This design comes from an exercise in tuning for small area and few clock cycles on the open sky130 flow, not from production work. Only simulation tests tie the RTL to the original design; equivalence was not proved. The flow treats the clock pin as an ideal source, which a real chip does not have. Power is estimated from default activity; no workload was simulated.

**flow/run.sh**
```bash
#!/bin/bash
# The standard layout (the standard.sh, standard synthesis included), with these changes:
# the port buffers that global placement inserts are the smallest buffer cell instead of
# the default choice (every input and output port still gets its own buffer); clock tree
# synthesis uses clkbuf_8 buffers and adds no dummy loads; and after clock tree synthesis,
# cells on paths with slack are sized down (flow/post_cts.tcl).
set -euo pipefail
export BUFFER_PORTS_ARGS="-buffer_cell sky130_fd_sc_hd__buf_1"
export CTS_ARGS="-sink_clustering_enable -repair_clock_nets -dont_use_dummy_load -buf_list {sky130_fd_sc_hd__clkbuf_8 sky130_fd_sc_hd__clkbuf_16}"
export POST_CTS_TCL="$PWD/flow/post_cts.tcl"
bash standard.sh > standard.log 2>&1
```
**flow/post_cts.tcl**
```tcl
# Size down cells on paths with slack, then legalize the placement again.
estimate_parasitics -placement
repair_timing -recover_power 100 -verbose
detailed_placement
check_placement -verbose
report_design_area
```
**standard.sh**
```bash
#!/bin/bash
# synth_recipe.tcl (not shown) runs the flow's synth.tcl, then flattens the netlist and writes it again
# the make line also repeats each setting of config.mk as NAME=value (left out here)
make -C /OpenROAD-flow-scripts/flow DESIGN_CONFIG=/design/flow/config.mk WORK_HOME=/design/flow/orfs CLKGATE_MAP_FILE= SYNTH_SCRIPT=/design/flow/synth_recipe.tcl "${@:-finish}"
```
**config.mk**
```make
export PLATFORM = sky130hd
export DESIGN_NAME = hid_key_report_to_ascii_typematic
export DESIGN_NICKNAME = hid_key_report_to_ascii_typematic
export VERILOG_FILES = /design/flow/design.v
export SDC_FILE = /design/flow/constraint.sdc
export NUM_CORES = 4
export LEC_CHECK = 0
export CAP_MARGIN = 20
export CORE_MARGIN = 2
export CORE_UTILIZATION = 40
export CTS_BUF_LIST = sky130_fd_sc_hd__clkbuf_8
export SLEW_MARGIN = 20
export SYNTH_HIERARCHICAL = 1
```
**constraint.sdc**
```tcl
create_clock -name core_clock -period 10.0 [get_ports {clk_i}]
set_input_delay 2.0000 -clock core_clock [delete_from_list [all_inputs] [get_ports {clk_i}]]
set_output_delay 2.0000 -clock core_clock [all_outputs]
set_load 0.01 [all_outputs]
```
**design.v**
```verilog
package hkt_pkg;
  localparam int unsigned CFG_IDX_W = 2;
  localparam logic [CFG_IDX_W-1:0] REG_NEWLINE_MODE = 2'd0;
  localparam logic [CFG_IDX_W-1:0] REG_FIRST_REPEAT = 2'd1;
  localparam logic [CFG_IDX_W-1:0] REG_NEXT_REPEAT  = 2'd2;
  localparam int unsigned IN_SLOTS = 6;
  localparam logic [7:0] KEY_CAPS_LOCK = 8'h39;
  localparam logic [7:0] KEY_NUM_LOCK  = 8'h53;
  localparam logic [7:0] CTRL_LO       = 8'h40;
  localparam logic [7:0] CTRL_HI       = 8'h5F;
  localparam logic [7:0] FIRST_RESET   = 8'd60;
  localparam logic [7:0] NEXT_RESET    = 8'd6;
  function automatic logic [7:0] plain_tab(logic [4:0] n);
    logic [7:0] c;
    case (n)
      5'd0: c = 8'h31;
      5'd1: c = 8'h32;
      5'd2: c = 8'h33;
      5'd3: c = 8'h34;
      5'd4: c = 8'h35;
      5'd5: c = 8'h36;
      5'd6: c = 8'h37;
      5'd7: c = 8'h38;
      5'd8: c = 8'h39;
      5'd9: c = 8'h30;
      5'd10: c = 8'h00;
      5'd11: c = 8'h00;
      5'd12: c = 8'h08;
      5'd13: c = 8'h00;
      5'd14: c = 8'h20;
      5'd15: c = 8'h2D;
      5'd16: c = 8'h3D;
      5'd17: c = 8'h5B;
      5'd18: c = 8'h5D;
      5'd19: c = 8'h5C;
      5'd20: c = 8'h60;
      5'd21: c = 8'h3B;
      5'd22: c = 8'h27;
      5'd23: c = 8'h60;
      5'd24: c = 8'h2C;
      5'd25: c = 8'h2E;
      5'd26: c = 8'h2F;
      default: c = 8'h00;
    endcase
    plain_tab = c;
  endfunction
  function automatic logic [7:0] shift_tab(logic [4:0] n);
    logic [7:0] c;
    case (n)
      5'd0: c = 8'h21;
      5'd1: c = 8'h40;
      5'd2: c = 8'h23;
      5'd3: c = 8'h24;
      5'd4: c = 8'h25;
      5'd5: c = 8'h5E;
      5'd6: c = 8'h26;
      5'd7: c = 8'h2A;
      5'd8: c = 8'h28;
      5'd9: c = 8'h29;
      5'd10: c = 8'h00;
      5'd11: c = 8'h00;
      5'd12: c = 8'h08;
      5'd13: c = 8'h00;
      5'd14: c = 8'h20;
      5'd15: c = 8'h5F;
      5'd16: c = 8'h2B;
      5'd17: c = 8'h7B;
      5'd18: c = 8'h7D;
      5'd19: c = 8'h7C;
      5'd20: c = 8'h7E;
      5'd21: c = 8'h3A;
      5'd22: c = 8'h22;
      5'd23: c = 8'h7E;
      5'd24: c = 8'h3C;
      5'd25: c = 8'h3E;
      5'd26: c = 8'h3F;
      default: c = 8'h00;
    endcase
    shift_tab = c;
  endfunction
  function automatic logic [7:0] arrow_tab(logic [4:0] n);
    logic [7:0] c;
    case (n)
      5'd0: c = 8'h43;
      5'd1: c = 8'h44;
      5'd2: c = 8'h42;
      5'd3: c = 8'h41;
      default: c = 8'h00;
    endcase
    arrow_tab = c;
  endfunction
  typedef struct packed {
    logic [1:0]      len;
    logic [2:0][7:0] b;
  } xlat_t;
  typedef struct packed {
    logic            new_caps;
    logic            new_num;
    logic            xlat;
    logic [7:0]      key;
    logic [1:0]      len;
    logic [2:0][7:0] b;
  } hkt_lane_t;
  function automatic xlat_t key_lookup(logic [7:0] key, logic up, logic nl);
    xlat_t      r;
    logic [7:0] c;
    logic [7:0] n;
    r = '0;
    c = '0;
    n = '0;
    if (key >= 8'h04 && key <= 8'h1D) begin
      r.len  = 2'd1;
      r.b[0] = (up ? 8'h41 : 8'h61) + (key - 8'h04);
    end else if (key == 8'h28) begin
      r.b[0] = 8'h0D;
      if (nl) begin
        r.b[1] = 8'h0A;
        r.len  = 2'd2;
      end else begin
        r.len = 2'd1;
      end
    end else if (key >= 8'h1E && key <= 8'h38) begin
      n = key - 8'h1E;
      c = up ? shift_tab(n[4:0]) : plain_tab(n[4:0]);
      if (c != 8'h00) begin
        r.len  = 2'd1;
        r.b[0] = c;
      end
    end else if (key >= 8'h3A && key <= 8'h45) begin
      n      = key - 8'h3A;
      r.len  = 2'd3;
      r.b[0] = 8'h1B;
      r.b[1] = 8'h5B;
      if (up) begin
        r.b[2] = (n < 8'd2) ? 8'h59 + n : 8'h61 + (n - 8'd2);
      end else begin
        r.b[2] = 8'h4D + n;
      end
    end else if (key >= 8'h4F && key <= 8'h52) begin
      n      = key - 8'h4F;
      r.len  = 2'd3;
      r.b[0] = 8'h1B;
      r.b[1] = 8'h5B;
      r.b[2] = arrow_tab({3'b000, n[1:0]});
    end else if (key == 8'h4C) begin
      r.len  = 2'd1;
      r.b[0] = 8'h7F;
    end else if (key == 8'h63) begin
      r.len  = 2'd1;
      r.b[0] = up ? 8'h2E : 8'h7F;
    end
    key_lookup = r;
  endfunction
endpackage
module hkt_lane (
  input  logic [7:0] key_i,
  input  logic       up_i,
  input  logic       ctrl_i,
  input  logic       nl_i,
  input  logic [1:0] idx_i,
  output logic [1:0] len_o,
  output logic [7:0] byte_o
);
  logic [7:0] plain, shifted, pb, third;
  logic [4:0] lo;
  logic       letter, punct, three, enter;
  assign letter = key_i[6:5] == 2'b00 && key_i[4:1] != 4'b1111;
  assign punct  = (key_i[6:5] == 2'b00 && key_i[4:1] == 4'b1111)
               || (key_i[6:5] == 2'b01 && key_i[4:3] != 2'b11)
               || (key_i[6:3] == 4'b0111 && key_i[2:0] == 3'b000);
  assign three  = !letter && !punct && key_i[6:0] != 7'h4C && key_i[6:0] != 7'h63;
  assign enter  = key_i[6:0] == 7'h28;
  assign lo = 5'(key_i[4:0] - 5'd3);
  always_comb begin
    plain   = 8'hxx;
    shifted = 8'hxx;
    case (key_i[5:0])
      6'h1E: begin plain = 8'h31; shifted = 8'h21; end
      6'h1F: begin plain = 8'h32; shifted = 8'h40; end
      6'h20: begin plain = 8'h33; shifted = 8'h23; end
      6'h21: begin plain = 8'h34; shifted = 8'h24; end
      6'h22: begin plain = 8'h35; shifted = 8'h25; end
      6'h23: begin plain = 8'h36; shifted = 8'h5E; end
      6'h24: begin plain = 8'h37; shifted = 8'h26; end
      6'h25: begin plain = 8'h38; shifted = 8'h2A; end
      6'h26: begin plain = 8'h39; shifted = 8'h28; end
      6'h27: begin plain = 8'h30; shifted = 8'h29; end
      6'h2A: begin plain = 8'h08; shifted = 8'h08; end
      6'h2C: begin plain = 8'h20; shifted = 8'h20; end
      6'h2D: begin plain = 8'h2D; shifted = 8'h5F; end
      6'h2E: begin plain = 8'h3D; shifted = 8'h2B; end
      6'h2F: begin plain = 8'h5B; shifted = 8'h7B; end
      6'h30: begin plain = 8'h5D; shifted = 8'h7D; end
      6'h31: begin plain = 8'h5C; shifted = 8'h7C; end
      6'h32: begin plain = 8'h60; shifted = 8'h7E; end
      6'h33: begin plain = 8'h3B; shifted = 8'h3A; end
      6'h34: begin plain = 8'h27; shifted = 8'h22; end
      6'h35: begin plain = 8'h60; shifted = 8'h7E; end
      6'h36: begin plain = 8'h2C; shifted = 8'h3C; end
      6'h37: begin plain = 8'h2E; shifted = 8'h3E; end
      6'h38: begin plain = 8'h2F; shifted = 8'h3F; end
      default: ;
    endcase
    if (ctrl_i && (key_i[5:0] == 6'h1F || key_i[5:0] == 6'h23 || key_i[5:0] == 6'h2D))
      pb = {3'b000, shifted[4:0]};
    else
      pb = up_i ? shifted : plain;
  end
  always_comb begin
    case (key_i[5:0])
      6'h3A: third = up_i ? 8'h59 : 8'h4D;
      6'h3B: third = up_i ? 8'h5A : 8'h4E;
      6'h3C: third = up_i ? 8'h61 : 8'h4F;
      6'h3D: third = up_i ? 8'h62 : 8'h50;
      6'h3E: third = up_i ? 8'h63 : 8'h51;
      6'h3F: third = up_i ? 8'h64 : 8'h52;
      6'h00: third = up_i ? 8'h65 : 8'h53;
      6'h01: third = up_i ? 8'h66 : 8'h54;
      6'h02: third = up_i ? 8'h67 : 8'h55;
      6'h03: third = up_i ? 8'h68 : 8'h56;
      6'h04: third = up_i ? 8'h69 : 8'h57;
      6'h05: third = up_i ? 8'h6A : 8'h58;
      6'h0F: third = 8'h43;
      6'h10: third = 8'h44;
      6'h11: third = 8'h42;
      6'h12: third = 8'h41;
      default: third = 8'hxx;
    endcase
  end
  assign len_o = three ? 2'd3 : (enter && nl_i) ? 2'd2 : 2'd1;
  always_comb begin
    if (three) begin
      case (idx_i)
        2'd0:    byte_o = 8'h1B;
        2'd1:    byte_o = 8'h5B;
        default: byte_o = third;
      endcase
    end else if (enter) begin
      byte_o = idx_i[0] ? 8'h0A : 8'h0D;
    end else if (letter) begin
      byte_o = {ctrl_i ? 3'b000 : up_i ? 3'b010 : 3'b011, lo};
    end else if (punct) begin
      byte_o = pb;
    end else begin
      byte_o = (up_i && key_i[5]) ? 8'h2E : 8'h7F;
    end
  end
endmodule
module hkt_match (
  input  logic [5:0][7:0] slots_i,
  input  logic [5:0][7:0] prev_i,
  input  logic            pvalid_i,
  input  logic            scan_i,
  input  logic [2:0]      p_i,
  input  logic [2:0]      h_i,
  output logic [2:0]      s_o,
  output logic            has_s_o,
  output logic            more_o,
  output logic [7:0]      skey_o,
  output logic [5:0]      row_o,
  output logic [5:0]      col_o
);
  logic [5:0] diag, cand, done, todo;
  logic [7:0] hkey;
  always_comb begin
    for (int i = 0; i < 6; i++) begin
      diag[i] = pvalid_i && (slots_i[i] == prev_i[i]);
      cand[i] = !diag[i] && (slots_i[i] != 8'h00);
      done[i] = scan_i && (3'(i) <= p_i);
    end
    todo = cand & ~done;
    s_o  = 3'd0;
    for (int i = 5; i >= 0; i--) begin
      if (todo[i]) s_o = 3'(i);
    end
    has_s_o = |todo;
    more_o  = |(todo & ~(6'd1 << s_o));
    skey_o  = '0;
    for (int i = 0; i < 6; i++) begin
      if (todo[i] && (todo & ((6'd1 << i) - 6'd1)) == '0) skey_o = skey_o | slots_i[i];
    end
    hkey    = prev_i[h_i];
    for (int j = 0; j < 6; j++) begin
      row_o[j] = skey_o == prev_i[j];
      col_o[j] = slots_i[j] == hkey;
    end
  end
endmodule
module hid_key_report_to_ascii_typematic #(
  parameter int unsigned KEY_SLOTS = 6
) (
  input  logic                      clk_i,
  input  logic                      rst_ni,
  input  logic                      cfg_we_i,
  input  logic [hkt_pkg::CFG_IDX_W-1:0] cfg_idx_i,
  input  logic [7:0]                cfg_data_i,
  input  logic                      in_valid_i,
  output logic                      in_ready_o,
  input  logic                      op_i,
  input  logic [7:0]                modifier_bits_i,
  input  logic [7:0]                key_slot_0_i,
  input  logic [7:0]                key_slot_1_i,
  input  logic [7:0]                key_slot_2_i,
  input  logic [7:0]                key_slot_3_i,
  input  logic [7:0]                key_slot_4_i,
  input  logic [7:0]                key_slot_5_i,
  output logic                      out_valid_o,
  input  logic                      out_ready_i,
  output logic [7:0]                out_char_o,
  output logic                      char_valid_o,
  output logic                      last_o,
  output logic                      caps_lock_led_o,
  output logic                      num_lock_led_o,
  output logic                      led_report_changed_o
);
  localparam int unsigned N = 6;
  logic            nl_q;
  logic [7:0]      first_q, next_q;
  logic [N-1:0][7:0] prev_q;
  logic            pvalid_q;
  logic            pshift_q, pctrl_q, caps_q, num_q;
  logic            hv_q;
  logic [2:0]      h_q;
  logic            hup_q, hctrl_q, hnl_q;
  logic [7:0]      rem_q;
  logic            scan_q, evr_q;
  logic [2:0]      p_q;
  logic            job_v_q, ofire_q, chg_q, onl_q;
  logic [N-1:0]    pend_q, oup_q;
  logic [1:0]      bidx_q;
  logic [N-1:0][7:0] slots;
  logic            shift, ctrl;
  logic [N-1:0]    row, col;
  logic [2:0]      s, h1;
  logic [7:0]      skey;
  logic            xl_any;
  logic            more, has_s, sseen, snew, sx, sc, sn, sup, ev_s, evr, chg_run;
  logic            hv0, present;
  logic            scan, step;
  logic            fire_c;
  logic            acc, acc_rep, acc_tick, acc_fire;
  logic            out_xfer, finishing, slot_free;
  logic [2:0]      cur, kidx;
  logic [7:0]      okey;
  logic            oup, octrl, onl;
  logic [1:0]      olen;
  logic [7:0]      obyte;
  logic            lane_end, pend_one;
  function automatic logic has_xlat(logic [7:0] k);
    has_xlat = (k >= 8'h04 && k <= 8'h38 && k != 8'h29 && k != 8'h2B)
            || (k >= 8'h3A && k <= 8'h45) || (k >= 8'h4F && k <= 8'h52)
            || k == 8'h4C || k == 8'h63;
  endfunction
  assign slots = {key_slot_5_i, key_slot_4_i, key_slot_3_i, key_slot_2_i, key_slot_1_i,
                  key_slot_0_i};
  assign shift = modifier_bits_i[1] | modifier_bits_i[5];
  assign ctrl  = modifier_bits_i[0] | modifier_bits_i[4];
  hkt_match u_match (
    .slots_i  (slots),
    .prev_i   (prev_q),
    .pvalid_i (pvalid_q),
    .scan_i   (scan_q),
    .p_i      (p_q),
    .h_i      (h_q),
    .s_o      (s),
    .has_s_o  (has_s),
    .more_o   (more),
    .skey_o   (skey),
    .row_o    (row),
    .col_o    (col)
  );
  always_comb begin
    sseen   = pvalid_q && (|row);
    snew    = has_s && !sseen;
    sx      = snew && has_xlat(skey);
    sc      = snew && skey == hkt_pkg::KEY_CAPS_LOCK;
    sn      = snew && skey == hkt_pkg::KEY_NUM_LOCK;
    sup     = (caps_q && skey >= 8'h04 && skey <= 8'h1D) != shift;
    ev_s    = sx || sc || sn;
    evr     = scan_q && evr_q;
    chg_run = (scan_q && chg_q) || sc || sn;
    xl_any  = (scan_q && (|pend_q)) || sx;
    hv0     = hv_q && !((ctrl && !pctrl_q) || (shift && !pshift_q));
    present = |col;
    h1      = 3'd0;
    for (int i = N - 1; i >= 0; i--) begin
      if (col[i]) h1 = 3'(i);
    end
  end
  always_comb begin
    cur = 3'd0;
    for (int i = N - 1; i >= 0; i--) begin
      if (pend_q[i]) cur = 3'(i);
    end
  end
  assign kidx  = ofire_q ? h_q : cur;
  assign okey  = prev_q[kidx];
  assign oup   = ofire_q ? hup_q : oup_q[cur];
  assign octrl = ofire_q ? hctrl_q : pctrl_q;
  assign onl   = ofire_q ? hnl_q : onl_q;
  hkt_lane u_xlat (
    .key_i  (okey),
    .up_i   (oup),
    .ctrl_i (octrl),
    .nl_i   (onl),
    .idx_i  (bidx_q),
    .len_o  (olen),
    .byte_o (obyte)
  );
  assign lane_end     = (bidx_q == olen - 2'd1);
  assign pend_one     = (pend_q & (pend_q - 1'b1)) == '0;
  assign out_valid_o  = job_v_q;
  assign char_valid_o = ofire_q || (|pend_q);
  assign out_char_o   = char_valid_o ? obyte : 8'h00;
  assign last_o       = ofire_q ? lane_end : (pend_q == '0 || (pend_one && lane_end));
  assign caps_lock_led_o      = caps_q;
  assign num_lock_led_o       = num_q;
  assign led_report_changed_o = chg_q;
  assign fire_c    = hv_q && (rem_q <= 8'd1);
  assign out_xfer  = job_v_q && out_ready_i;
  assign finishing = out_xfer && last_o;
  assign slot_free = !job_v_q || finishing;
  assign in_ready_o = op_i ? (!fire_c || slot_free) : (slot_free && !more);
  assign acc       = in_valid_i && in_ready_o;
  assign acc_rep   = acc && !op_i;
  assign acc_tick  = acc && op_i;
  assign acc_fire  = acc_tick && fire_c;
  assign scan      = in_valid_i && !op_i && !job_v_q && more;
  assign step      = scan || acc_rep;
  always_ff @(posedge clk_i or negedge rst_ni) begin
    if (!rst_ni) begin
      nl_q     <= 1'b1;
      first_q  <= hkt_pkg::FIRST_RESET;
      next_q   <= hkt_pkg::NEXT_RESET;
      pvalid_q <= 1'b0;
      scan_q   <= 1'b0;
      pshift_q <= 1'b0;
      pctrl_q  <= 1'b0;
      caps_q   <= 1'b0;
      num_q    <= 1'b0;
      hv_q     <= 1'b0;
      job_v_q  <= 1'b0;
    end else begin
      if (cfg_we_i) begin
        unique case (cfg_idx_i)
          hkt_pkg::REG_NEWLINE_MODE: nl_q    <= cfg_data_i[0];
          hkt_pkg::REG_FIRST_REPEAT: first_q <= cfg_data_i;
          hkt_pkg::REG_NEXT_REPEAT:  next_q  <= cfg_data_i;
          default: ;
        endcase
      end
      scan_q <= scan;
      if (step) begin
        caps_q <= caps_q ^ sc;
        num_q  <= num_q ^ sn;
        if (ev_s)                  hv_q <= sx;
        else if (acc_rep && !evr)  hv_q <= hv0 && present;
      end
      if (acc_rep) begin
        pvalid_q <= 1'b1;
        pshift_q <= shift;
        pctrl_q  <= ctrl;
      end
      if (slot_free) job_v_q <= acc_rep || acc_fire;
    end
  end
  always_ff @(posedge clk_i) begin
    if (scan) begin
      p_q   <= s;
      evr_q <= evr || ev_s;
    end
    if (step) begin
      oup_q[s] <= sup;
      if (sx) begin
        h_q     <= s;
        hup_q   <= sup;
        hctrl_q <= ctrl;
      end else if (acc_rep && !ev_s && !evr) begin
        h_q     <= h1;
      end
    end
    if (acc_rep) begin
      prev_q <= slots;
      onl_q  <= nl_q;
    end
    if (acc_rep && xl_any) begin
      hnl_q <= nl_q;
      rem_q <= first_q;
    end else if (acc_tick && hv_q) rem_q <= fire_c ? next_q : rem_q - 8'd1;
    if (scan) begin
      pend_q <= (scan_q ? pend_q : '0) | (sx ? (N'(1) << s) : '0);
      chg_q  <= chg_run;
    end else if (slot_free) begin
      bidx_q  <= 2'd0;
      ofire_q <= !acc_rep;
      pend_q  <= acc_rep ? ((scan_q ? pend_q : '0) | (sx ? (N'(1) << s) : '0)) : '0;
      chg_q   <= acc_rep && chg_run;
    end else if (out_xfer) begin
      if (!ofire_q && lane_end) begin
        pend_q[cur] <= 1'b0;
        bidx_q      <= 2'd0;
      end else begin
        bidx_q <= bidx_q + 2'd1;
      end
    end
  end
endmodule
```
==> results of run 1 <==
-- per-layer routing --
| layer | vias to the layer above | track usage, % | wire length [um] |
|---|---|---|---|
| met5 | - | 0 | 0 |
| met2 | 379 | 38.0 | 14400 |
| met3 | 35 | 3.12 | 2210 |
| met4 | 0 | 5.47 | 563 |
| met1 | 4406 | 33.5 | 14000 |
| li1 | 4224 | - | - |
-- worst register-to-register path: cells and delay by family (launching register included) --
family	cells	cell delay [ns]
and+or+nand+nor	5	1.31
xor gates and xnor gates	1	0.19
buffers and inverters	1	0.25
adders and majority gates	1	0.60
DFF	1	0.52
AOI/OAI and AO/OA	7	3.50
muxes	3	0.66
-- final cells by class --
class                      count  share of cell area (%)
sequential                   108                    28.8
tap                          330                    3.80
inverter                      52                    1.80
multi-input combinational    866                    59.4
timing repair buffer          98                    4.07
clock buffer                   9                    2.08
-- path summary, 6_finish.rpt --
path / start / endpoint / depth (start not counted)
worst max-delay path: pend_q[0]$_DFFE_PP_ / in_ready_o / 19
worst min-delay path: num_q$_DFFE_PN0P_ / num_q$_DFFE_PN0P_ / 1
worst max register to register: pend_q[0]$_DFFE_PP_ / rem_q[7]$_DFFE_PP_ / 18
worst min register to register: num_q$_DFFE_PN0P_ / num_q$_DFFE_PN0P_ / 1
max in group asynchronous: rst_ni / first_q[7]$_DFFE_PN0P_ / 2
min in group asynchronous: rst_ni / next_q[5]$_DFFE_PN0P_ / 2
-- per-stage QoR --
stage	worst slack (ns)	total power, uW	hold slack, ns
floorplan	3.12	1000	0.479
global placement	1.70	1130	0.459
detailed placement	1.56	1140	0.463
global route	0.291	1530	0.497
finish	0.869	1450	0.473
-- cell usage in the layout, fill, tap and decap left out, drive strengths merged, types with 14 or more instances in the layout --
cell     count
o2bb2ai     15
nand4       15
clkbuf      36
buf         71
dfrtp       18
edfxtp      83
xnor2       42
nor4        19
nand2b      15
ha          20
a221oi      14
a311oi      15
nor2        66
a21oi       25
o21ai       70
or3         22
nor3        22
o211ai      21
mux2i       37
xor2        86
and2        17
a22oi       22
inv         52
mux2        47
nand2       74
-- flip-flops by register name, indices dropped and copies added (netlist names), 2 cells and up --
signal   cells
bidx_q       2
first_q      8
h_q          3
next_q       8
oup_q        6
p_q          3
pend_q       6
prev_q      48
rem_q        8
-- power by group through the flow --
stage	registers [uW]	clock network, uW	logic (uW)
after floorplan	587	0	413
after global placement	623	0	508
after detailed placement	624	0	515
after global routing	623	344	565
final	615	320	512
==> notes.md, run 1 <==
status=complete, no violations; Final Hold Viols=0; CP arrival=7.13 ns; ANT nets after route=0; Initial DRC Count=838; Area Growth Syn to Fin=6.76%; I/O Pins=87; Finished Cell Area=between 10000 and 15000 um^2; Initial DRT Pass Iterations=5; buffers plus inverters on the worst setup path=2; Net Sw Frac=between 30 and 40%; nets@finish=1227; clock latency (worst-skew pair)=between 0.3 and 0.4 ns; Vias=around 9000; multi-input logic area=6450 um^2; Worst slew margin=20.6%; final core occ=43.3%; GRT Residual Overflow=0; n_diodes=0; Seq pwr share=42.5%; maximum vdd ir drop=0.0861 mV; WL/cell=about 21 um; HP Class=reg2reg; family with the most delay on the worst path=compound AO/OA/AOI/OAI gates; core area=25000 um^2; CP peak stage delay=0.81 ns; Mapped Cells=1090; RSZ-0062 raised after global routing=no; Vert. Die Dim=between 150 and 200 um; CP required=8.00 ns; placed insts=about 1500; Worst path most repeated cell=nand2_1; worst reg2reg setup slack=between 2 and 3 ns; kind of critical path=reg2out; Synth Warn #=9; post-layout minimum cycle time=9.13 ns; Global Route Usage Sum=23.5%; first-pass GRT wire length=48500 um; initial core utilization=40.6%; critical path peak fanout=15; clock skew=0.0238 ns; CTS tree=built; PwrDens=133 nW/um^2; Buffers on Ports=81; CP startpoint kind=flip-flop; DRC Markers=0; syn nets=1182; placer congestion estimate=around 0.97; NetSw=528 uW; Seq. cell area=between 3000 and 4000 um^2; Mapped Avg Cell Area=9.33 um^2; setup_tns=0 ns; Comb pwr share=roughly 35%; Clock power frac=22.1%; share of cells above drive strength 1=9.53%; vias per cell=slightly above 6; number of global-route vias before repair=8332; initial antenna violation count=0; Die Span X=163 um; Die ar.=around 27000 um^2; routed wire length=31100 um; Critical Path, Cell by Cell=nor3_1 > inv_1 > o21ai_2 > mux2i_1 > mux2_2 > o22ai_1 > ha_1 > nand4bb_1 > a21oi_1 > nand2b_1 > o21a_1 > nand2_1 > xnor2_1 > mux2i_1 > a31oi_1 > nand2_1 > nand2_1 > o2bb2ai_1 > buf_1; Finished Layout Cells=1463; max_cap viols=0; Least-Margin Pin Slew=1.19 ns; Pint=918 uW; post-DP HPWL=23400 um; P_leak=0.00374 uW; crit path max-delay cell type=o21ai_2; final setup fails=0; Crit. End Element=primary output; Cell Area, Placed=approximately 11000 um^2; Max Freq=between 100 and 150 MHz; # rows=58; Final Max Slew Viols=0; Post-Syn Area=10200 um^2; clock sink count=108; Tcrit/Tclk final=91.3%; pin count of the biggest net entering global routing=56; fill cell count=about 2500; clk slew on worst S/H paths=0.08 ns
Testbench counts, summed over its fixed seeds: cycles 24,608.
==> run 2: changes to the inputs <==
--- a/flow/run.sh
+++ b/flow/run.sh
@@ -7,5 +7,5 @@
 set -euo pipefail
 export BUFFER_PORTS_ARGS="-buffer_cell sky130_fd_sc_hd__buf_1"
-export CTS_ARGS="-sink_clustering_enable -repair_clock_nets -dont_use_dummy_load -buf_list {sky130_fd_sc_hd__clkbuf_8 sky130_fd_sc_hd__clkbuf_16}"
+export CTS_ARGS="-sink_clustering_enable -repair_clock_nets -dont_use_dummy_load -buf_list sky130_fd_sc_hd__clkbuf_8"
 export POST_CTS_TCL="$PWD/flow/post_cts.tcl"
 bash standard.sh > standard.log 2>&1
==> run 2 against run 1 <==
Against the previous run: worst setup slack lost 0.050 ns; cell count stayed put; worst hold slack better by 0.0043 ns; clock skew grew 0.0098 ns; global-route usage about the same; sequential share of layout area grew 0.27 points; sequential cell count unchanged; total power fell by 6.1%; critical endpoint unchanged; largest cell class unchanged.
==> notes.md, run 2 <==
first-pass GRT wire length=48500 um (about the same); number of global-route vias before repair=8329 (was 8332); worst reg2reg setup slack=2.62 ns (was 2.63 ns); CTS tree=built (unchanged); HP Class=reg2reg (unchanged); DR WL met2=14300 um (was 14400 um); clk slew on worst S/H paths=0.11 ns (was 0.08 ns); most common cell after layout, fill and taps aside=xor2_1 (unchanged); Mapped Cells=1090 (unchanged); RSZ-0062 raised after global routing=no (unchanged); worst r2r dst=rem_q[7]$_DFFE_PP_ (unchanged); Global Route Usage Sum=23.5% (about the same); Crit. End Element=primary output (unchanged); Tcrit/Tclk final=91.8% (was 91.3%); initial antenna violation count=0 (unchanged); Max Freq=109 MHz (was 110 MHz); Least-Margin Pin Slew=1.19 ns (about the same); R2R depth=18 (unchanged); Comb pwr share=37.7% (was 35.4%); Pint=840 uW (was 918 uW); syn nets=1182 (unchanged); Area Growth Syn to Fin=5.76% (was 6.76%); Worst slew margin=20.7% (was 20.6%); clock skew=0.0336 ns (was 0.0238 ns); met3 wire len=2220 um (was 2210 um); clock sink count=108 (unchanged); reg-to-reg startpoint=pend_q[0]$_DFFE_PP_ (unchanged); Vias=9069 (was 9044); pin count of the biggest net entering global routing=56 (unchanged); critical path peak fanout=15 (unchanged); multi-input logic area=6450 um^2 (unchanged); Die ar.=26700 um^2 (unchanged); commonest cells after routing, fill and taps aside=xor2_1, edfxtp_1, nand2_1 (unchanged); vias per cell=6.20 (was 6.18); post-DP HPWL=23400 um (unchanged); Buffers on Ports=81 (unchanged); # rows=58 (unchanged); Highest Signal Layer=met4 (unchanged); kind of critical path=reg2out (unchanged); I/O Pins=87 (unchanged); Synth Warn #=9 (unchanged); placer congestion estimate=0.966 (unchanged); Initial DRC Count=980 (was 838); Post-Syn Area=10200 um^2 (unchanged); n_diodes=0 (unchanged); WL/cell=21.3 um (about the same); Final Hold Viols=0 (unchanged); Final Max Slew Viols=0 (unchanged); final core occ=42.9% (was 43.3%); Initial DRT Pass Iterations=7 (was 5); PwrDens=126 nW/um^2 (was 133 nW/um^2); CP required=8.00 ns (about the same); P_leak=0.00370 uW (was 0.00374 uW); post-layout minimum cycle time=9.18 ns (was 9.13 ns); CP startpoint kind=flip-flop (unchanged); setup_tns=0 ns (unchanged); maximum vdd ir drop=0.0811 mV (was 0.0861 mV); CP arrival=7.18 ns (was 7.13 ns); GRT Residual Overflow=0 (unchanged); max_cap viols=0 (unchanged); routed wire length=31100 um (about the same); Worst setup endpoint=in_ready_o (unchanged); final setup fails=0 (unchanged); Seq. cell area=3130 um^2 (unchanged); M1 wire length=14100 um (was 14000 um); clock latency (worst-skew pair)=0.41 ns (was 0.37 ns); fill cell count=2505 (was 2482); ANT nets after route=0 (unchanged); Net Sw Frac=38.2% (was 36.5%); NetSw=519 uW (was 528 uW); core area=25000 um^2 (unchanged); Die Span X=163 um (unchanged); share of cells above drive strength 1=9.53% (unchanged); DRC Markers=0 (unchanged); Mapped Avg Cell Area=9.33 um^2 (unchanged); Clock power frac=17.1% (was 22.1%); nets@finish=1227 (unchanged); Vert. Die Dim=163 um (unchanged); number of flip-flops under the largest register name=48 (unchanged); status=complete, no violations (unchanged); Biggest register=prev_q (unchanged); initial core utilization=40.6% (unchanged); Crit. Startpoint=pend_q[0]$_DFFE_PP_ (unchanged); Seq pwr share=45.2% (was 42.5%)
run 2: power by group through the flow:
stage          registers, uW  clock network [uW]  logic (uW)
2_1_floorplan            587                   0         413
3_3_place_gp             623                   0         508
3_5_place_dp             624                   0         515
5_1_grt                  622                 254         565
6_report                 615                 232         512
run 2: routing by layer:
layer  track usage, %  vias up
met5                0        -
met4             5.39        0
met3             3.15       38
met2             38.0      376
met1             33.5     4426
li1                 -     4229
run 2: through the flow:
| stage | cell area [um^2] | hold WS (ns) | instances | worst slack, ns | power (uW) |
|---|---|---|---|---|---|
| after detailed placement | 10700 | 0.463 | 1451 | 1.56 | 1140 |
| after global placement | 10700 | 0.459 | 1450 | 1.70 | 1130 |
| after global routing | 10800 | 0.502 | 1463 | 0.245 | 1440 |
| after floorplan | 10200 | 0.479 | 1090 | 3.12 | 1000 |
| final | 10800 | 0.478 | 1463 | 0.819 | 1360 |
run 2: worst min-delay path by stage:
| stage | start | to | slack (ns) | cells after the start |
|---|---|---|---|---|
| 2_1_floorplan | next_q[0]$_DFFE_PN0P_ | next_q[0]$_DFFE_PN0P_ | 0.48 | 1 |
| 6_report | num_q$_DFFE_PN0P_ | num_q$_DFFE_PN0P_ | 0.48 | 1 |
| 3_5_place_dp | num_q$_DFFE_PN0P_ | num_q$_DFFE_PN0P_ | 0.46 | 1 |
| 3_3_place_gp | num_q$_DFFE_PN0P_ | num_q$_DFFE_PN0P_ | 0.46 | 1 |
| 5_1_grt | num_q$_DFFE_PN0P_ | num_q$_DFFE_PN0P_ | 0.50 | 1 |
run 2: critical path, stage by stage, from the launching register on:
cell	delay (ns)
edfxtp_1	0.53
nor3_1	0.60
inv_1	0.25
o21ai_2	0.82
mux2i_1	0.17
mux2_2	0.31
o22ai_1	0.59
ha_1	0.59
nand4bb_1	0.15
a21oi_1	0.25
nand2b_1	0.16
o21a_1	0.21
nand2_1	0.08
xnor2_1	0.19
mux2i_1	0.17
a31oi_1	0.77
nand2_1	0.45
nand2_1	0.19
o2bb2ai_1	0.13
buf_1	0.17
run 2: layout make-up:
class | instances | share of cell area, %
repair buffers | 98 | 4.11
flip-flops and latches | 108 | 29.1
well taps | 330 | 3.84
inverters | 52 | 1.82
clock buffers | 9 | 1.15
multi-input cells | 866 | 60.0
==> run 3: changes to the inputs <==
--- a/flow/run.sh
+++ b/flow/run.sh
@@ -5,4 +5,5 @@
 # synthesis uses clkbuf_8 buffers and adds no dummy loads; and after clock tree synthesis,
 # cells on paths with slack are sized down (flow/post_cts.tcl).
+# standard.sh's output goes to standard.log; each ORFS step keeps its own log under orfs/logs.
 set -euo pipefail
 export BUFFER_PORTS_ARGS="-buffer_cell sky130_fd_sc_hd__buf_1"
--- a/config.mk
+++ b/config.mk
@@ -9,5 +9,4 @@
 export CORE_MARGIN = 2
 export CORE_UTILIZATION = 40
-export CTS_BUF_LIST = sky130_fd_sc_hd__clkbuf_8
 export SLEW_MARGIN = 20
 export SYNTH_HIERARCHICAL = 1
==> run 3 against run 2 <==
Against the previous run: total power unchanged; largest cell class unchanged; still clean; synthesized cell count did not move; die area unchanged; register-to-register slack barely moved; largest power group unchanged; clock skew stayed put.
==> notes.md, run 3 <==
status=complete, no violations (unchanged); Global Route Usage Sum=23.5% (unchanged); most common cell after layout, fill and taps aside=xor2_1 (unchanged); Least-Margin Pin Slew=1.19 ns (unchanged); maximum vdd ir drop=0.0811 mV (unchanged); CP required=8.00 ns (about the same); Initial DRC Count=980 (unchanged); syn nets=1182 (unchanged); CP arrival=7.18 ns (about the same); Synth Warn #=9 (unchanged); final setup fails=0 (unchanged); fill cell count=2505 (unchanged); Tcrit/Tclk final=91.8% (unchanged); DRC Markers=0 (unchanged); R2R depth=18 (unchanged); initial core utilization=40.6% (unchanged); clock sink count=108 (unchanged); kind of critical path=reg2out (unchanged); met1 Track Usage GR=33.5% (unchanged); Final WS setup=0.819 ns (unchanged); Seq. cell area=3130 um^2 (unchanged); PwrDens=126 nW/um^2 (unchanged); final hold slack=0.478 ns (unchanged); number of flip-flops under the largest register name=48 (unchanged); multi-input logic area=6450 um^2 (unchanged); Max Freq=109 MHz (unchanged); placer congestion estimate=0.966 (unchanged); Clock power frac=17.1% (about the same); first-pass GRT wire length=48500 um (unchanged); Mapped Avg Cell Area=9.33 um^2 (unchanged); Net Sw Frac=38.2% (unchanged); # rows=58 (unchanged); Final Max Slew Viols=0 (unchanged); ANT nets after route=0 (unchanged); core area=25000 um^2 (unchanged); Crit. End Element=primary output (unchanged); Biggest register=prev_q (unchanged); busiest grt layer=met2 (unchanged); number of global-route vias before repair=8329 (unchanged); Area Growth Syn to Fin=5.76% (unchanged); NetSw=519 uW (unchanged); Mapped Cells=1090 (unchanged); nets@finish=1227 (unchanged); GRT Residual Overflow=0 (unchanged); clock skew=0.0336 ns (unchanged); Buffers on Ports=81 (unchanged); post-DP HPWL=23400 um (unchanged); setup_tns=0 ns (unchanged); Global Route met3 Usage=3.15% (unchanged); WL/cell=21.3 um (unchanged); clk slew on worst S/H paths=0.11 ns (about the same); Seq pwr share=45.2% (about the same); pin count of the biggest net entering global routing=56 (unchanged); Final Hold Viols=0 (unchanged); I/O Pins=87 (unchanged); CTS tree=built (unchanged); Die Span X=163 um (unchanged); routed wire length=31100 um (unchanged); Vias=9069 (unchanged); hold path depth=1 (unchanged); clock latency (worst-skew pair)=0.41 ns (about the same); Comb pwr share=37.7% (about the same); Vert. Die Dim=163 um (unchanged); RSZ-0062 raised after global routing=no (unchanged); Initial DRT Pass Iterations=7 (unchanged); Worst slew margin=20.7% (unchanged); Pint=840 uW (unchanged); initial antenna violation count=0 (unchanged); critical path peak fanout=15 (unchanged); share of cells above drive strength 1=9.53% (unchanged); post-layout minimum cycle time=9.18 ns (unchanged); pre-CTS worst setup slack=1.56 ns (unchanged); final core occ=42.9% (unchanged); Post-Syn Area=10200 um^2 (unchanged); max_cap viols=0 (unchanged); met2 Resource Use GR=38.0% (unchanged); vias per cell=6.20 (unchanged); n_diodes=0 (unchanged); P_leak=0.00370 uW (unchanged); CP startpoint kind=flip-flop (unchanged); Die ar.=26700 um^2 (unchanged); HP Class=reg2reg (unchanged); commonest cells after routing, fill and taps aside=xor2_1, edfxtp_1, nand2_1 (unchanged)
## run 3: path summary, 6_finish.rpt
kind / slack, ns / to / startpoint
max: 0.82 / in_ready_o / pend_q[0]$_DFFE_PP_
min: 0.48 / num_q$_DFFE_PN0P_ / num_q$_DFFE_PN0P_
max reg2reg: 2.62 / rem_q[7]$_DFFE_PP_ / pend_q[0]$_DFFE_PP_
min reg2reg: 0.48 / num_q$_DFFE_PN0P_ / num_q$_DFFE_PN0P_
max in group asynchronous: 7.87 / first_q[7]$_DFFE_PN0P_ / rst_ni
min in group asynchronous: 1.67 / next_q[5]$_DFFE_PN0P_ / rst_ni
## run 3: through the flow
stage          power, uW  cells  cell area (um^2)
2_1_floorplan       1000   1090             10200
3_3_place_gp        1130   1450             10700
3_5_place_dp        1140   1451             10700
5_1_grt             1440   1463             10800
6_report            1360   1463             10800
## run 3: layout make-up
| cell class | count | area share (%) |
|---|---|---|
| multi-input combinational | 866 | 60.0 |
| sequential | 108 | 29.1 |
| tap | 330 | 3.84 |
| clock buffer | 9 | 1.15 |
| timing repair buffer | 98 | 4.11 |
| inverter | 52 | 1.82 |
## run 3: power groups by stage
stage                     logic [uW]  clock network [uW]  registers, uW
after floorplan                  413                   0            587
after global placement           508                   0            623
after detailed placement         515                   0            624
after global routing             565                 254            622
final                            512                 232            615
## run 3: routing by layer
metal,part of all wire (%),vias up
li1,-,4229
met2,46,376
met5,0,-
met3,7.1,38
met4,1.8,0
met1,45,4426
## run 3: critical path, stage by stage, from the launching register on
cell       delay, ns
edfxtp_1        0.53
nor3_1          0.60
inv_1           0.25
o21ai_2         0.82
mux2i_1         0.17
mux2_2          0.31
o22ai_1         0.59
ha_1            0.59
nand4bb_1       0.15
a21oi_1         0.25
nand2b_1        0.16
o21a_1          0.21
nand2_1         0.08
xnor2_1         0.19
mux2i_1         0.17
a31oi_1         0.77
nand2_1         0.45
nand2_1         0.19
o2bb2ai_1       0.13
buf_1           0.17
==> run 4: changes to the inputs <==
--- a/config.mk
+++ b/config.mk
@@ -8,5 +8,6 @@
 export CAP_MARGIN = 20
 export CORE_MARGIN = 2
-export CORE_UTILIZATION = 40
+export CORE_UTILIZATION = 55
+export PLACE_DENSITY = 0.7
 export SLEW_MARGIN = 20
 export SYNTH_HIERARCHICAL = 1
==> run 4 against run 3 <==
Against the previous run: still clean; sequential power increased by 0.7%; combinational power about the same; register-to-register slack got worse by 0.18 ns; non-clock buffer count unchanged; sequential cell count unchanged; maximum frequency decreased by 0.25%; count of clock-buffer cells in the layout unchanged; critical path type unchanged; critical endpoint unchanged; largest cell class unchanged.
==> notes.md, run 4 <==
maximum vdd ir drop=0.114 mV (was 0.0811 mV); Net Sw Frac=37.9% (was 38.2%); ANT nets after route=0 (unchanged); Die Span X=140 um (was 163 um); post-DP HPWL=22200 um (was 23400 um); I/O Pins=87 (unchanged); syn nets=1182 (unchanged); final core occ=59.0% (was 42.9%); Mapped Cells=1090 (unchanged); Die ar.=19600 um^2 (was 26700 um^2); Hold Path Origin=num_q$_DFFE_PN0P_ (unchanged); Vias=9235 (was 9069); Finished Cell Area=10600 um^2 (was 10800 um^2); worst r2r dst=h_q[1]$_DFFE_PP_ (was rem_q[7]$_DFFE_PP_); nets@finish=1227 (unchanged); commonest cells after routing, fill and taps aside=xor2_1, edfxtp_1, nand2_1 (unchanged); Crit. Startpoint=pend_q[1]$_DFFE_PP_ (was pend_q[0]$_DFFE_PP_); CTS tree=built (unchanged); initial core utilization=56.4% (was 40.6%); Synth Warn #=9 (unchanged); RSZ-0062 raised after global routing=no (unchanged); P_leak=0.00370 uW (about the same); R2R depth=14 (was 18); vias per cell=6.78 (was 6.20); initial antenna violation count=0 (unchanged); GRT Residual Overflow=0 (unchanged); clock skew=0.0370 ns (was 0.0336 ns); Seq pwr share=45.7% (was 45.2%); final setup fails=0 (unchanged); placed insts=1348 (was 1451); reg-to-reg startpoint=prev_q[14]$_DFFE_PP_ (was pend_q[0]$_DFFE_PP_); hold path depth=1 (unchanged); DRC Markers=0 (unchanged); Finished Layout Cells=1362 (was 1463); Vert. Die Dim=140 um (was 163 um); NetSw=513 uW (was 519 uW); share of cells above drive strength 1=9.80% (was 9.53%); Mapped Avg Cell Area=9.33 um^2 (unchanged); kind of critical path=reg2out (unchanged); Max Freq=109 MHz (about the same); Global Route Usage Sum=30.6% (was 23.5%); clock sink count=108 (unchanged); CP required=8.00 ns (about the same); HP Class=reg2reg (unchanged); WL/cell=22.0 um (was 21.3 um); critical path peak fanout=15 (unchanged); Crit. End Element=primary output (unchanged); status=complete, no violations (unchanged); worst hold endpoint=num_q$_DFFE_PN0P_ (unchanged); setup_tns=0 ns (unchanged); Tcrit/Tclk final=92.0% (was 91.8%); Initial DRC Count=937 (was 980); Area Growth Syn to Fin=4.68% (was 5.76%); pin count of the biggest net entering global routing=57 (was 56); Worst slew margin=19.0% (was 20.7%); Final Hold Viols=0 (unchanged); placer congestion estimate=0.985 (was 0.966); number of flip-flops under the largest register name=48 (unchanged); post-layout minimum cycle time=9.20 ns (was 9.18 ns); Biggest register=prev_q (unchanged); first-pass GRT wire length=47800 um (was 48500 um); Least-Margin Pin Slew=1.21 ns (was 1.19 ns); final hold slack=0.484 ns (was 0.478 ns); # rows=49 (was 58); number of global-route vias before repair=8519 (was 8329); max_cap viols=0 (unchanged); clock latency (worst-skew pair)=0.41 ns (about the same); routed wire length=30000 um (was 31100 um); Initial DRT Pass Iterations=10 (was 7); Cell Area, Placed=10500 um^2 (was 10700 um^2); Buffers on Ports=81 (unchanged); Comb pwr share=37.7% (about the same); most common cell after layout, fill and taps aside=xor2_1 (unchanged); Pint=840 uW (about the same); worst reg2reg setup slack=2.44 ns (was 2.62 ns); clk slew on worst S/H paths=0.10 ns (was 0.11 ns); Final Max Slew Viols=0 (unchanged); Post-Syn Area=10200 um^2 (unchanged); Clock power frac=16.5% (was 17.1%); PwrDens=127 nW/um^2 (was 126 nW/um^2); CP arrival=7.20 ns (was 7.18 ns); n_diodes=0 (unchanged); CP startpoint kind=flip-flop (unchanged); core area=18000 um^2 (was 25000 um^2); fill cell count=1660 (was 2505)
## run 4: worst max-delay path by stage
| stage | to | slack, ns | depth (start not counted) |
|---|---|---|---|
| final | in_ready_o | 0.80 | 19 |
| after global routing | in_ready_o | 0.26 | 19 |
| after detailed placement | in_ready_o | 1.60 | 19 |
| after global placement | in_ready_o | 1.74 | 19 |
| after floorplan | in_ready_o | 3.12 | 21 |
## run 4: power by group through the flow
stage | logic [uW] | registers [uW] | clock network, uW
6_report | 510 | 619 | 224
5_1_grt | 561 | 626 | 245
3_5_place_dp | 509 | 626 | 0
3_3_place_gp | 499 | 623 | 0
2_1_floorplan | 413 | 587 | 0
## run 4: routing by layer
| metal | part of all wire [%] | track usage, % | vias up |
|---|---|---|---|
| met5 | 0 | 0 | - |
| met4 | 2.0 | 7.79 | 0 |
| met3 | 10 | 6.60 | 62 |
| met2 | 45 | 46.8 | 474 |
| met1 | 43 | 44.5 | 4479 |
| li1 | - | - | 4220 |
## run 4: worst max-delay path, stage by stage, from the launching register on
cell and delay, ns:
edfxtp_1 0.54, nor3_1 0.61, inv_1 0.25, o21ai_2 0.82
mux2i_1 0.18, mux2_2 0.30, o22ai_1 0.60, ha_1 0.60
nand4bb_1 0.15, a21oi_1 0.24, nand2b_1 0.16, o21a_1 0.20
nand2_1 0.08, xnor2_1 0.19, mux2i_1 0.20, a31oi_1 0.69
nand2_1 0.45, nand2_1 0.19, o2bb2ai_1 0.15, buf_1 0.19
## run 4: area by class of cell
class / instances / area [um^2] / area share, %
multi-input combinational: 866 / 6460 / 60.7
inverter: 52 / 195 / 1.83
sequential: 108 / 3130 / 29.4
timing repair buffer: 98 / 445 / 4.19
clock buffer: 9 / 124 / 1.16
tap: 229 / 287 / 2.69
## run 4: through the flow
step	total power (uW)	worst slack [ns]
2_1_floorplan	1000	3.12
3_3_place_gp	1120	1.74
3_5_place_dp	1140	1.60
5_1_grt	1430	0.261
6_report	1350	0.796
==> run 5: changes to the inputs <==
--- a/flow/run.sh
+++ b/flow/run.sh
@@ -5,8 +5,7 @@
 # synthesis uses clkbuf_8 buffers and adds no dummy loads; and after clock tree synthesis,
 # cells on paths with slack are sized down (flow/post_cts.tcl).
-# standard.sh's output goes to standard.log; each ORFS step keeps its own log under orfs/logs.
 set -euo pipefail
 export BUFFER_PORTS_ARGS="-buffer_cell sky130_fd_sc_hd__buf_1"
-export CTS_ARGS="-sink_clustering_enable -repair_clock_nets -dont_use_dummy_load -buf_list sky130_fd_sc_hd__clkbuf_8"
+export CTS_ARGS="-sink_clustering_enable -repair_clock_nets -dont_use_dummy_load -buf_list sky130_fd_sc_hd__clkbuf_8 -sink_clustering_max_diameter 40"
 export POST_CTS_TCL="$PWD/flow/post_cts.tcl"
 bash standard.sh > standard.log 2>&1
--- a/config.mk
+++ b/config.mk
@@ -8,6 +8,6 @@
 export CAP_MARGIN = 20
 export CORE_MARGIN = 2
-export CORE_UTILIZATION = 55
-export PLACE_DENSITY = 0.7
+export CORE_UTILIZATION = 40
+export CTS_BUF_LIST = sky130_fd_sc_hd__clkbuf_8
 export SLEW_MARGIN = 20
 export SYNTH_HIERARCHICAL = 1
==> run 5 against run 4 <==
Against the previous run: still clean; wire length is 3.8% higher; sequential power shrank 0.6%; critical path depth did not move; sequential share of layout area decreased by 0.30 points; worst hold slack worse by 0.0069 ns; core utilization shrank 16 points.
==> notes.md, run 5 <==
post-DP HPWL=23400 um (was 22200 um); routed wire length=31100 um (was 30000 um); Critical Path, Cell by Cell=nor3_1 > inv_1 > o21ai_2 > mux2i_1 > mux2_2 > o22ai_1 > ha_1 > nand4bb_1 > a21oi_1 > nand2b_1 > o21a_1 > nand2_1 > xnor2_1 > mux2i_1 > a31oi_1 > nand2_1 > nand2_1 > o2bb2ai_1 > buf_1 (unchanged); Least-Margin Pin Slew=1.19 ns (was 1.21 ns); Buffers on Ports=81 (unchanged); R2R depth=18 (was 14); nets@finish=1227 (unchanged); Final Max Slew Viols=0 (unchanged); Die Span X=163 um (was 140 um); n_diodes=0 (unchanged); Vias=9069 (was 9235); CP peak stage delay=0.82 ns (about the same); Area Growth Syn to Fin=5.76% (was 4.68%); most common cell after layout, fill and taps aside=xor2_1 (unchanged); clock skew=0.0336 ns (was 0.0370 ns); setup_tns=0 ns (unchanged); RSZ-0062 raised after global routing=no (unchanged); number of flip-flops under the largest register name=48 (unchanged); Worst path most repeated cell=nand2_1 (unchanged); Post-Syn Area=10200 um^2 (unchanged); initial core utilization=40.6% (was 56.4%); # rows=58 (was 49); Initial DRT Pass Iterations=7 (was 10); Final Hold Viols=0 (unchanged); CTS tree=built (unchanged); Synth Warn #=9 (unchanged); Seq. cell area=3130 um^2 (unchanged); PwrDens=126 nW/um^2 (was 127 nW/um^2); fill cell count=2505 (was 1660); pin count of the biggest net entering global routing=56 (was 57); Max Freq=109 MHz (about the same); Crit. path cell count=19 (unchanged); family with the most delay on the worst path=compound AO/OA/AOI/OAI gates (unchanged); core area=25000 um^2 (was 18000 um^2); Global Route Usage Sum=23.5% (was 30.6%); critical path peak fanout=15 (unchanged); P_leak=0.00370 uW (about the same); number of global-route vias before repair=8329 (was 8519); Die ar.=26700 um^2 (was 19600 um^2); Mapped Avg Cell Area=9.33 um^2 (unchanged); hold path depth=1 (unchanged); buffers plus inverters on the worst setup path=2 (unchanged); kind of critical path=reg2out (unchanged); Worst slew margin=20.7% (was 19.0%); share of cells above drive strength 1=9.53% (was 9.80%); CP required=8.00 ns (about the same); Mapped Cells=1090 (unchanged); CP startpoint kind=flip-flop (unchanged); initial antenna violation count=0 (unchanged); total chip power=1360 uW (was 1350 uW); placer congestion estimate=0.966 (was 0.985); clock sink count=108 (unchanged); commonest cells after routing, fill and taps aside=xor2_1, edfxtp_1, nand2_1 (unchanged); post-layout minimum cycle time=9.18 ns (was 9.20 ns); first-pass GRT wire length=48500 um (was 47800 um); final core occ=42.9% (was 59.0%); WL/cell=21.3 um (was 22.0 um); I/O Pins=87 (unchanged); final setup fails=0 (unchanged); clock latency (worst-skew pair)=0.41 ns (about the same); crit path max-delay cell type=o21ai_2 (unchanged); clk slew on worst S/H paths=0.11 ns (was 0.10 ns); ANT nets after route=0 (unchanged); max_cap viols=0 (unchanged); HP Class=reg2reg (unchanged); Tcrit/Tclk final=91.8% (was 92.0%); Initial DRC Count=980 (was 937); syn nets=1182 (unchanged); maximum vdd ir drop=0.0811 mV (was 0.114 mV); Vert. Die Dim=163 um (was 140 um); GRT Residual Overflow=0 (unchanged); multi-input logic area=6450 um^2 (was 6460 um^2); status=complete, no violations (unchanged); DRC Markers=0 (unchanged); Biggest register=prev_q (unchanged); vias per cell=6.20 (was 6.78); Crit. End Element=primary output (unchanged); CP arrival=7.18 ns (was 7.20 ns)
[run 5: cell count changes in the layout (fill, tap and decap cells not counted)]
cell      delta
nor3b_1      +1
buf_1        -2
buf_4        +1
o21a_1       +1
clkbuf_1     +3
o21a_4       -1
clkbuf_4     -2
nor3b_2      -1
[run 5: area by class of cell]
type	count	area share, %
clock buffer	9	1.15
inverter	52	1.82
multi-input combinational	866	60.0
sequential	108	29.1
tap	330	3.84
timing repair buffer	98	4.11
[run 5: path summary, 6_finish.rpt]
path	end	startpoint	slack [ns]
worst max-delay path	in_ready_o	pend_q[0]$_DFFE_PP_	0.82
worst min-delay path	num_q$_DFFE_PN0P_	num_q$_DFFE_PN0P_	0.48
worst max register to register	rem_q[7]$_DFFE_PP_	pend_q[0]$_DFFE_PP_	2.62
worst min register to register	num_q$_DFFE_PN0P_	num_q$_DFFE_PN0P_	0.48
max in group asynchronous	first_q[7]$_DFFE_PN0P_	rst_ni	7.87
min in group asynchronous	next_q[5]$_DFFE_PN0P_	rst_ni	1.67
[run 5: per-layer routing]
| metal | global-route usage (%) | up-vias | routed length, um |
|---|---|---|---|
| met1 | 33.5 | 4426 | 14100 |
| met4 | 5.39 | 0 | 564 |
| li1 | - | 4229 | - |
| met5 | 0 | - | 0 |
| met2 | 38.0 | 376 | 14300 |
| met3 | 3.15 | 38 | 2220 |
[run 5: worst reg2reg max path, stage by stage, from the launching register on]
cell and delay, ns:
edfxtp_1 0.53, nor3_1 0.60, inv_1 0.25, o21ai_2 0.82, mux2i_1 0.18, mux2_2 0.31, o22ai_1 0.59, ha_1 0.60
nand4bb_1 0.15, a21oi_1 0.25, nand2b_1 0.16, o21a_1 0.21, nand2_1 0.08, xnor2_1 0.19, mux2i_1 0.17, a31oi_1 0.77
and3_2 0.34, o21a_1 0.47, a41o_1 0.40
[run 5: metrics by stage]
stage | std cells | hold WS [ns] | setup WS [ns] | instance area [um^2]
6_report | 1463 | 0.478 | 0.819 | 10800
3_3_place_gp | 1450 | 0.459 | 1.70 | 10700
3_5_place_dp | 1451 | 0.463 | 1.56 | 10700
2_1_floorplan | 1090 | 0.479 | 3.12 | 10200
5_1_grt | 1463 | 0.502 | 0.245 | 10800
[run 5: power breakdown]
part | switching [uW] | internal (uW) | total (uW)
Sequential | 63.1 | 551 | 615
Clock | 151 | 81.6 | 232
Combinational | 305 | 206 | 512
Total | 519 | 840 | 1360
==> run 6: changes to the inputs <==
--- a/flow/run.sh
+++ b/flow/run.sh
@@ -7,5 +7,5 @@
 set -euo pipefail
 export BUFFER_PORTS_ARGS="-buffer_cell sky130_fd_sc_hd__buf_1"
-export CTS_ARGS="-sink_clustering_enable -repair_clock_nets -dont_use_dummy_load -buf_list sky130_fd_sc_hd__clkbuf_8 -sink_clustering_max_diameter 40"
+export CTS_ARGS="-sink_clustering_enable -repair_clock_nets -dont_use_dummy_load -buf_list sky130_fd_sc_hd__clkbuf_8 -sink_buffer_max_cap_derate 0.6"
 export POST_CTS_TCL="$PWD/flow/post_cts.tcl"
 bash standard.sh > standard.log 2>&1
==> run 6 against run 5 <==
Against the previous run: critical path depth stayed put; global-route usage unchanged; synthesized cell count did not move; sequential cell count unchanged; critical endpoint unchanged.
==> notes.md, run 6 <==
placer congestion estimate=0.966 (unchanged); Area Growth Syn to Fin=5.76% (unchanged); post-layout minimum cycle time=9.18 ns (unchanged); status=complete, no violations (unchanged); routed wire length=31100 um (unchanged); PwrDens=126 nW/um^2 (unchanged); Global Route Usage Sum=23.5% (unchanged); Hold Path Origin=num_q$_DFFE_PN0P_ (unchanged); HP Class=reg2reg (unchanged); share of cells above drive strength 1=9.53% (unchanged); Synth Warn #=9 (unchanged); DRC Markers=0 (unchanged); worst hold endpoint=num_q$_DFFE_PN0P_ (unchanged); CP arrival=7.18 ns (about the same); buffers plus inverters on the worst setup path=2 (unchanged); setup_tns=0 ns (unchanged); Die ar.=26700 um^2 (unchanged); Vias=9069 (unchanged); Post-Syn Area=10200 um^2 (unchanged); number of flip-flops under the largest register name=48 (unchanged); Mapped Avg Cell Area=9.33 um^2 (unchanged); Initial DRC Count=980 (unchanged); fill cell count=2505 (unchanged); first-pass GRT wire length=48500 um (unchanged); P_leak=0.00370 uW (unchanged); clock skew=0.0336 ns (unchanged); Final Max Slew Viols=0 (unchanged); maximum vdd ir drop=0.0811 mV (unchanged); post-DP HPWL=23400 um (unchanged); Vert. Die Dim=163 um (unchanged); Buffers on Ports=81 (unchanged); Biggest register=prev_q (unchanged); initial core utilization=40.6% (unchanged); WL/cell=21.3 um (unchanged); vias per cell=6.20 (unchanged); reg-to-reg startpoint=pend_q[0]$_DFFE_PP_ (unchanged); Critical Path, Cell by Cell=nor3_1 > inv_1 > o21ai_2 > mux2i_1 > mux2_2 > o22ai_1 > ha_1 > nand4bb_1 > a21oi_1 > nand2b_1 > o21a_1 > nand2_1 > xnor2_1 > mux2i_1 > a31oi_1 > nand2_1 > nand2_1 > o2bb2ai_1 > buf_1 (unchanged); pin count of the biggest net entering global routing=56 (unchanged); Crit. End Element=primary output (unchanged); hold path depth=1 (unchanged); clk slew on worst S/H paths=0.11 ns (about the same); Die Span X=163 um (unchanged); CP peak stage delay=0.82 ns (about the same); # rows=58 (unchanged); Final Hold Viols=0 (unchanged); worst reg2reg setup slack=2.62 ns (about the same); critical path peak fanout=15 (unchanged); CP startpoint kind=flip-flop (unchanged); total chip power=1360 uW (unchanged); CP required=8.00 ns (about the same); Worst path most repeated cell=nand2_1 (unchanged); Tcrit/Tclk final=91.8% (unchanged); RSZ-0062 raised after global routing=no (unchanged); kind of critical path=reg2out (unchanged); initial antenna violation count=0 (unchanged); max_cap viols=0 (unchanged); final setup fails=0 (unchanged); Initial DRT Pass Iterations=7 (unchanged); Seq. cell area=3130 um^2 (unchanged); GRT Residual Overflow=0 (unchanged); Max Freq=109 MHz (unchanged); clock sink count=108 (unchanged); Least-Margin Pin Slew=1.19 ns (unchanged); family with the most delay on the worst path=compound AO/OA/AOI/OAI gates (unchanged); worst r2r dst=rem_q[7]$_DFFE_PP_ (unchanged); R2R depth=18 (unchanged); syn nets=1182 (unchanged); crit path max-delay cell type=o21ai_2 (unchanged); most common cell after layout, fill and taps aside=xor2_1 (unchanged); core area=25000 um^2 (unchanged); CTS tree=built (unchanged); n_diodes=0 (unchanged); commonest cells after routing, fill and taps aside=xor2_1, edfxtp_1, nand2_1 (unchanged); number of global-route vias before repair=8329 (unchanged); ANT nets after route=0 (unchanged); nets@finish=1227 (unchanged); Worst slew margin=20.7% (unchanged); multi-input logic area=6450 um^2 (unchanged); Mapped Cells=1090 (unchanged); clock latency (worst-skew pair)=0.41 ns (about the same); I/O Pins=87 (unchanged)
==> run 6: how the worst max path moves through the flow <==
| stage | to | startpoint | depth (start not counted) |
|---|---|---|---|
| floorplan | in_ready_o | pend_q[0]$_DFFE_PP_ | 21 |
| global placement | in_ready_o | pend_q[1]$_DFFE_PP_ | 19 |
| detailed placement | in_ready_o | pend_q[1]$_DFFE_PP_ | 19 |
| global route | in_ready_o | pend_q[1]$_DFFE_PP_ | 19 |
| finish | in_ready_o | pend_q[0]$_DFFE_PP_ | 19 |
==> run 6: routing by layer <==
layer | share of wire [%] | vias up | GRT usage (%) | wire, um
met5 | 0 | - | 0 | 0
met4 | 1.8 | 0 | 5.39 | 564
met3 | 7.1 | 38 | 3.15 | 2220
met2 | 46 | 376 | 38.0 | 14300
met1 | 45 | 4426 | 33.5 | 14100
li1 | - | 4229 | - | -
==> run 6: layout make-up <==
| type | instances | area share, % |
|---|---|---|
| tap | 330 | 3.84 |
| multi-input combinational | 866 | 60.0 |
| timing repair buffer | 98 | 4.11 |
| inverter | 52 | 1.82 |
| sequential | 108 | 29.1 |
| clock buffer | 9 | 1.15 |
==> run 6: report_power, final <==
group | internal (uW) | leakage [uW] | switching [uW]
Clock | 81.6 | 0.0000647 | 151
Sequential | 551 | 0.00106 | 63.1
Combinational | 206 | 0.00258 | 305
==> run 6: metrics by stage <==
step                area, um^2  utilization, %  setup WS, ns  instances  hold slack, ns
floorplan                10200               -          3.12       1090           0.479
global placement         10700            42.6          1.70       1450           0.459
detailed placement       10700            42.7          1.56       1451           0.463
global route             10800            42.9         0.245       1463           0.502
finish                   10800            42.9         0.819       1463           0.478
==> run 7: changes to the inputs <==
==> flow/run.sh (replaced) <==
#!/bin/bash
# The standard layout (the standard.sh, standard synthesis included), with two changes:
# the port buffers that global placement inserts are the smallest buffer cell instead of
# the default choice (every input and output port still gets its own buffer), and clock
# tree synthesis adds no dummy loads.
set -euo pipefail
export BUFFER_PORTS_ARGS="-buffer_cell sky130_fd_sc_hd__buf_1"
export CTS_ARGS="-sink_clustering_enable -repair_clock_nets -dont_use_dummy_load"
bash standard.sh > standard.log 2>&1
removed: flow/post_cts.tcl
==> run 7 against run 6 <==
Against the previous run: still clean on timing, DRC and antenna; sequential share of layout area decreased by 0.46 points; critical path type unchanged; sequential cell count unchanged; first-iteration DRC count is 11% lower; synthesized area unchanged; non-clock buffer count is 1 lower; largest power group unchanged; global-route usage hardly changed; highest routed layer unchanged; cell area is 1.6% higher; largest cell class unchanged; wire length shrank 0.29%; clock skew shrank 0.012 ns; register-to-register slack improved by 0.41 ns.
==> notes.md, run 7 <==
status=complete, no violations (unchanged); final setup fails=0 (unchanged); NetSw=534 uW (was 519 uW); P_leak=0.00378 uW (was 0.00370 uW); initial core utilization=40.6% (unchanged); Net Sw Frac=36.5% (was 38.2%); core area=25000 um^2 (unchanged); Area Growth Syn to Fin=7.45% (was 5.76%); I/O Pins=87 (unchanged); Vias=9050 (was 9069); Initial DRC Count=871 (was 980); Clock power frac=22.0% (was 17.1%); WL/cell=21.2 um (was 21.3 um); Max Freq=113 MHz (was 109 MHz); critical path peak fanout=15 (unchanged); # rows=58 (unchanged); vias per cell=6.19 (was 6.20); fill cell count=2464 (was 2505); DRC Markers=0 (unchanged); setup_tns=0 ns (unchanged); commonest cells after routing, fill and taps aside=xor2_1, edfxtp_1, buf_1 (was xor2_1, edfxtp_1, nand2_1); most common cell after layout, fill and taps aside=xor2_1 (unchanged); Die ar.=26700 um^2 (unchanged); clk slew on worst S/H paths=0.07 ns (was 0.11 ns); crit path max-delay cell type=o21ai_2 (unchanged); share of cells above drive strength 1=11.5% (was 9.53%); n_diodes=0 (unchanged); pin count of the biggest net entering global routing=56 (unchanged); placer congestion estimate=0.966 (unchanged); max_cap viols=0 (unchanged); number of global-route vias before repair=8297 (was 8329); post-DP HPWL=23400 um (unchanged); Seq pwr share=42.2% (was 45.2%); GRT Residual Overflow=0 (unchanged); Pint=927 uW (was 840 uW); maximum vdd ir drop=0.0868 mV (was 0.0811 mV); Mapped Avg Cell Area=9.33 um^2 (unchanged); initial antenna violation count=0 (unchanged); family with the most delay on the worst path=compound AO/OA/AOI/OAI gates (unchanged); CTS tree=built (unchanged); nets@finish=1226 (was 1227); CP peak stage delay=0.79 ns (was 0.82 ns); post-layout minimum cycle time=8.87 ns (was 9.18 ns); Mapped Cells=1090 (unchanged); multi-input logic area=6540 um^2 (was 6450 um^2); Final Hold Viols=0 (unchanged); kind of critical path=reg2out (unchanged); Vert. Die Dim=163 um (unchanged); first-pass GRT wire length=48400 um (was 48500 um); Least-Margin Pin Slew=1.18 ns (was 1.19 ns); hold path depth=1 (unchanged); R2R depth=18 (unchanged); PwrDens=134 nW/um^2 (was 126 nW/um^2); Seq. cell area=3130 um^2 (unchanged); clock sink count=108 (unchanged); Comb pwr share=35.8% (was 37.7%); CP startpoint kind=flip-flop (unchanged); Initial DRT Pass Iterations=7 (unchanged); Die Span X=163 um (unchanged); Crit. path cell count=19 (unchanged); Biggest register=prev_q (unchanged); CP arrival=6.87 ns (was 7.18 ns); CTS buffer count=9; routed wire length=31000 um (was 31100 um); Worst path most repeated cell=nand2_1 (unchanged); RSZ-0062 raised after global routing=no (unchanged); buffers plus inverters on the worst setup path=2 (unchanged); CP required=8.00 ns (about the same); ANT nets after route=0 (unchanged); syn nets=1182 (unchanged); Crit. End Element=primary output (unchanged)
## run 7: area by class of cell
type	instances	area share, %
multi-input combinational	866	59.9
sequential	108	28.6
timing repair buffer	97	3.88
tap	330	3.78
clock buffer	9	2.06
inverter	52	1.79
## run 7: worst register-to-register path, cell delays in order, from the launching register on
cell and delay (ns):
edfxtp_1 0.52, nor3_2 0.43, inv_1 0.20, o21ai_2 0.80
mux2i_1 0.18, mux2_2 0.31, o22ai_1 0.60, ha_1 0.58
nand4bb_1 0.14, a21oi_1 0.24, nand2b_1 0.16, o21a_1 0.21
nand2_1 0.08, xnor2_1 0.19, mux2i_1 0.17, a31oi_1 0.75
nand2_1 0.46, nand2_1 0.20, a41o_1 0.42
## run 7: metal layers
layer / share of wire, % / GRT usage (%) / up-vias
met5: 0 / 0 / -
met1: 45 / 33.4 / 4415
met3: 6.6 / 3.12 / 42
met2: 46 / 38.0 / 372
met4: 2.1 / 5.47 / 0
li1: - / - / 4221
## run 7: power by group through the flow
| stage | Combinational, uW | Sequential, uW | Clock (uW) |
|---|---|---|---|
| after CTS | 518 | 615 | 326 |
| after floorplan | 413 | 587 | 0 |
| final | 523 | 616 | 322 |
| after detailed placement | 515 | 624 | 0 |
| after global placement | 508 | 623 | 0 |
| after global routing | 576 | 624 | 344 |
## run 7: through the flow
stage / hold WS [ns] / utilization [%] / setup WS, ns / cell area [um^2] / cells
after detailed placement: 0.463 / 42.7 / 1.56 / 10700 / 1451
after CTS: 0.472 / 43.6 / 1.18 / 10900 / 1460
after global placement: 0.459 / 42.6 / 1.70 / 10700 / 1450
after floorplan: 0.479 / - / 3.12 / 10200 / 1090
after global routing: 0.497 / 43.6 / 0.398 / 10900 / 1462
final: 0.473 / 43.6 / 1.13 / 10900 / 1462
## run 7: path summary, 6_finish.rpt
kind / start / to / slack [ns]
setup / recovery: pend_q[1]$_DFFE_PP_ / in_ready_o / 1.13
hold / removal: num_q$_DFFE_PN0P_ / num_q$_DFFE_PN0P_ / 0.47
setup reg to reg: pend_q[1]$_DFFE_PP_ / rem_q[7]$_DFFE_PP_ / 3.03
hold reg to reg: num_q$_DFFE_PN0P_ / num_q$_DFFE_PN0P_ / 0.47
max in group asynchronous: rst_ni / nl_q$_DFFE_PN1P_ / 8.07
min in group asynchronous: rst_ni / next_q[5]$_DFFE_PN0P_ / 1.61

separate check: timing with driven ports:
No port has a modelled driver above. Below, the same layouts with a new extraction and two added sets of constraints. Step 1 sets driving cells, clkbuf_16 on the clock port and buf_2 on the other inputs (assumed; they add their load-dependent delay and slew). Step 2 also shifts input and output timing later by t, the mid clock arrival at the registers, as if the neighbouring blocks saw the same clock. Slacks: no drivers / after step 1 / after step 2; pairs: no drivers / after step 1.
run	t (ns)	setup slack, ns	latest minus earliest clock arrival (ns)	worst slew at a driven data input, ns	pins driven straight from the clock port
run 1	0.401	0.869 / 0.826 / 1.144	0.024 / 0.024	0.04	1
run 2	0.432	0.819 / 0.777 / 1.066	0.033 / 0.034	0.04	1
run 3	0.432	0.819 / 0.777 / 1.066	0.033 / 0.034	0.04	1
run 4	0.431	0.796 / 0.755 / 0.769	0.037 / 0.037	0.05	1
run 5	0.432	0.819 / 0.777 / 1.066	0.033 / 0.034	0.04	1
run 6	0.432	0.819 / 0.777 / 1.066	0.033 / 0.034	0.04	1
run 7	0.404	1.135 / 1.091 / 1.495	0.022 / 0.022	0.04	1
After both steps setup and hold are still met in every run listed. For run 4, which loses most, drivers alone change the setup slack by -0.041 ns; drivers and shift together by -0.027 ns.
